Context: an optimization exercise on an open-source flow, tuned for small area. The choices shown serve that exercise and are no tape-out recipe.
Only simulation tests tie the RTL to the original design; equivalence was not proved.
Power figures rest on the tool's default switching activity, not on a simulated workload.

## bar_overlay
module bar_overlay #(
  parameter int NUM_BARS = 4
) (
  input  logic                  clk,
  input  logic                  rst,
  input  logic [NUM_BARS*8-1:0]  bar_value,
  input  logic [NUM_BARS*2-1:0]  bar_mode,
  input  logic [NUM_BARS*11-1:0] bar_xpos,
  input  logic [NUM_BARS*11-1:0] bar_ypos,
  input  logic [NUM_BARS*12-1:0] bar_colour,
  input  logic [NUM_BARS*12-1:0] bar_colour_neg,
  input  logic [10:0]           in_vcount,
  input  logic                  in_vsync,
  input  logic                  in_vblnk,
  input  logic [10:0]           in_hcount,
  input  logic                  in_hsync,
  input  logic                  in_hblnk,
  input  logic [11:0]           in_rgb,
  output logic [10:0]           out_vcount,
  output logic                  out_vsync,
  output logic                  out_vblnk,
  output logic [10:0]           out_hcount,
  output logic                  out_hsync,
  output logic                  out_hblnk,
  output logic [11:0]           out_rgb
);
For scale: about 1600 cells after synthesis, about 0.010 mm2 of cells after synthesis.
clock: 10.0 ns
lec_check: 0
cap_margin: 20
core_margin: 2
core_utilization: 40
slew_margin: 20
standard.sh (not shown) runs the stock make flow with config.mk's settings and CLKGATE_MAP_FILE= SYNTH_SCRIPT=/design/flow/synth_recipe.tcl, a recipe that flattens the netlist after the stock synthesis.
==> flow/flow/run.sh <==
#!/bin/bash
# Own layout flow: the standard layout (standard.sh) from floorplan on,
# fed with an area-oriented synthesis of the same RTL (synth.tcl), tried
# with several ABC scripts in parallel; the smallest netlist whose
# registers match the standard synthesis's (names and cells) is laid out.
# Each tool's output goes to a log file of its own in this folder.
set -uo pipefail
W=$PWD
F=$W/flow
R=$W/orfs/results/$FLOW_PLATFORM/bar_overlay/base

regs() { grep -oE '^ *sky130_fd_sc_hd__(df|dl|sdf|edf)[a-z0-9_]* +[^ ]+' "$1" | awk '{print $1, $2}' | sort; }

# 1. the standard synthesis: the registers to keep
bash standard.sh synth > $W/std_synth.log 2>&1 || { echo "standard synthesis failed"; exit 1; }
cp $R/1_2_yosys.v $W/std_1_2_yosys.v
regs $W/std_1_2_yosys.v > $W/std_regs.txt
std_area=$(awk '/Chip area/{print $NF}' $W/orfs/reports/$FLOW_PLATFORM/bar_overlay/base/synth_stat.txt)
echo "standard synthesis: area $std_area, $(wc -l < $W/std_regs.txt) registers"

# 2. area-oriented synthesis, one ABC script per job
for s in 1 2 3 4; do
  ( export MY_ABC=$F/abc_$s.script
    make -C $FLOW_HOME DESIGN_CONFIG=$W/config.mk WORK_HOME=$W/syn_$s CLKGATE_MAP_FILE= \
      SYNTH_SCRIPT=$F/synth.tcl synth > $W/syn_$s.log 2>&1 ) &
done
wait

best=""; best_area=$std_area
for s in 1 2 3 4; do
  n=$W/syn_$s/results/$FLOW_PLATFORM/bar_overlay/base/1_2_yosys.v
  st=$W/syn_$s/reports/$FLOW_PLATFORM/bar_overlay/base/synth_stat.txt
  [[ -f $n && -f $st ]] || { echo "script $s: no netlist"; continue; }
  a=$(awk '/Chip area/{print $NF}' $st)
  if regs $n | cmp -s - $W/std_regs.txt; then
    echo "script $s: area $a, registers match"
    if awk -v a=$a -v b=$best_area 'BEGIN{exit !(a < b)}'; then best=$s; best_area=$a; fi
  else
    echo "script $s: area $a, registers differ"
  fi
done

# 3. lay out the chosen netlist with the standard flow
if [[ -n $best ]]; then
  echo "using script $best (area $best_area)"
  cp $W/syn_$best/results/$FLOW_PLATFORM/bar_overlay/base/1_2_yosys.v $R/1_2_yosys.v
  rm -f $R/1_synth.odb $R/1_synth.sdc
else
  echo "using the standard synthesis"
fi
# port buffers of the smallest buffer cell; clock tree of small buffers,
# with no dummy loads
bash standard.sh \
  BUFFER_PORTS_ARGS="-buffer_cell sky130_fd_sc_hd__buf_1" \
  CTS_ARGS="-sink_clustering_enable -repair_clock_nets -dont_use_dummy_load -root_buf sky130_fd_sc_hd__clkbuf_8 -buf_list sky130_fd_sc_hd__clkbuf_8" \
  finish > $W/std_layout.log 2>&1 || { echo "layout failed"; tail -20 $W/std_layout.log; exit 1; }
echo "layout done"
==> flow/flow/synth.tcl <==
# ORFS synthesis as synth_recipe.tcl runs it (synth -nofsm -noshare, then
# flatten and the same renames), with an area-oriented mapping:
#  - adders and comparators get ripple carry logic (lcu_ripple.v in place of
#    the Kogge-Stone extra map) and are not extracted into half/full adder
#    cells,
#  - ABC maps the logic with the script in MY_ABC, with no delay target.
# Registers are untouched by any of this, so they come out with the names
# and cells the standard synthesis gives them (run.sh checks that).
set ::my_dir [file dirname [file normalize [info script]]]
proc synth {args} {
  set i [lsearch $args -extra-map]
  if {$i >= 0} { set args [lreplace $args $i [expr {$i+1}]] }
  lappend args -extra-map $::my_dir/lcu_ripple.v
  yosys synth -nofsm -noshare {*}$args
}
proc extract_fa {args} { puts "extract_fa skipped" }
proc abc {args} {
  set i [lsearch $args -script]
  set args [lreplace $args $i [expr {$i+1}] -script $::env(MY_ABC)]
  set i [lsearch $args -D]
  if {$i >= 0} { set args [lreplace $args $i [expr {$i+1}]] }
  yosys abc {*}$args
}
source $::env(SCRIPTS_DIR)/synth.tcl
# left out here: clear keep_hierarchy, flatten, clean up, hide names made inside functions, write 1_2_yosys.v
Other scripts of this flow, unchanged in this note and not shown: flow/flow/abc_1.script, flow/flow/abc_2.script, flow/flow/abc_3.script, flow/flow/abc_4.script, flow/flow/lcu_ripple.v
The first run went through all stages and came out clean.
Edit:
--- a/flow/flow/run.sh
+++ b/flow/flow/run.sh
@@ -2,5 +2,5 @@
 # Own layout flow: the standard layout (standard.sh) from floorplan on,
 # fed with an area-oriented synthesis of the same RTL (synth.tcl), tried
-# with several ABC scripts in parallel; the smallest netlist whose
+# with several ABC scripts, four at a time; the smallest netlist whose
 # registers match the standard synthesis's (names and cells) is laid out.
 # Each tool's output goes to a log file of its own in this folder.
@@ -20,13 +20,17 @@
 
 # 2. area-oriented synthesis, one ABC script per job
-for s in 1 2 3 4; do
+SCRIPTS=$(ls $F/abc_*.script | sed 's/.*abc_\([0-9]*\)\.script/\1/' | sort -n)
+n=0
+for s in $SCRIPTS; do
   ( export MY_ABC=$F/abc_$s.script
     make -C $FLOW_HOME DESIGN_CONFIG=$W/config.mk WORK_HOME=$W/syn_$s CLKGATE_MAP_FILE= \
       SYNTH_SCRIPT=$F/synth.tcl synth > $W/syn_$s.log 2>&1 ) &
+  n=$((n+1))
+  if (( n % 4 == 0 )); then wait; fi
 done
 wait
 
 best=""; best_area=$std_area
-for s in 1 2 3 4; do
+for s in $SCRIPTS; do
   n=$W/syn_$s/results/$FLOW_PLATFORM/bar_overlay/base/1_2_yosys.v
   st=$W/syn_$s/reports/$FLOW_PLATFORM/bar_overlay/base/synth_stat.txt
==> flow/flow/abc_5.script (new file) <==
strash
&get -n
&deepsyn -T 60 -S 3
&put
dc2
&get -n
&deepsyn -T 60 -S 5
&put
dc2
resub -K 8
dch
amap
==> flow/flow/abc_6.script (new file) <==
strash
dc2
resub -K 8
dc2
&get -n
&deepsyn -T 90 -S 9
&put
dch
amap
==> flow/flow/abc_7.script (new file) <==
strash
&get -n
&deepsyn -T 40 -S 1
&put
dc2
&get -n
&deepsyn -T 40 -S 2
&put
dc2
&get -n
&deepsyn -T 40 -S 4
&put
dch
amap
==> flow/flow/abc_8.script (new file) <==
strash
&get -n
&deepsyn -T 120
&put
dch
amap
What happened: Final area is unchanged. Routed wire length is unchanged. Via count is unchanged. Critical path depth does not change. Synthesized area does not change. Global-route usage does not change. Die area stays the same. Sequential power stays flat. Count of clock-buffer cells in the layout stays the same. Synthesized cell count stays the same.

==> re-timing with driven ports <==
The flow's constraints put no driver on any port. The routed layouts listed below were extracted and timed again, unchanged, in two steps. Step 1 sets driving cells, clkbuf_16 on the clock port and buf_2 on the other inputs (assumed; they add their load-dependent delay and slew). Step 2 moves the port delays by t, midway between the first and last clock arrival at a register: inputs arrive t later, outputs are due t later. That takes back most of the time a late clock gives input paths. Three values: ideal ports, drivers, drivers and shift; two values: the first two.
run | t (ns) | setup slack, ns | latest minus earliest clock arrival (ns)
the first run | 0.497 | 2.516 / 2.505 / 2.008 | 0.031 / 0.030
the second run | 0.497 | 2.516 / 2.505 / 2.008 | 0.031 / 0.030
After both steps setup and hold are still met in every run listed.
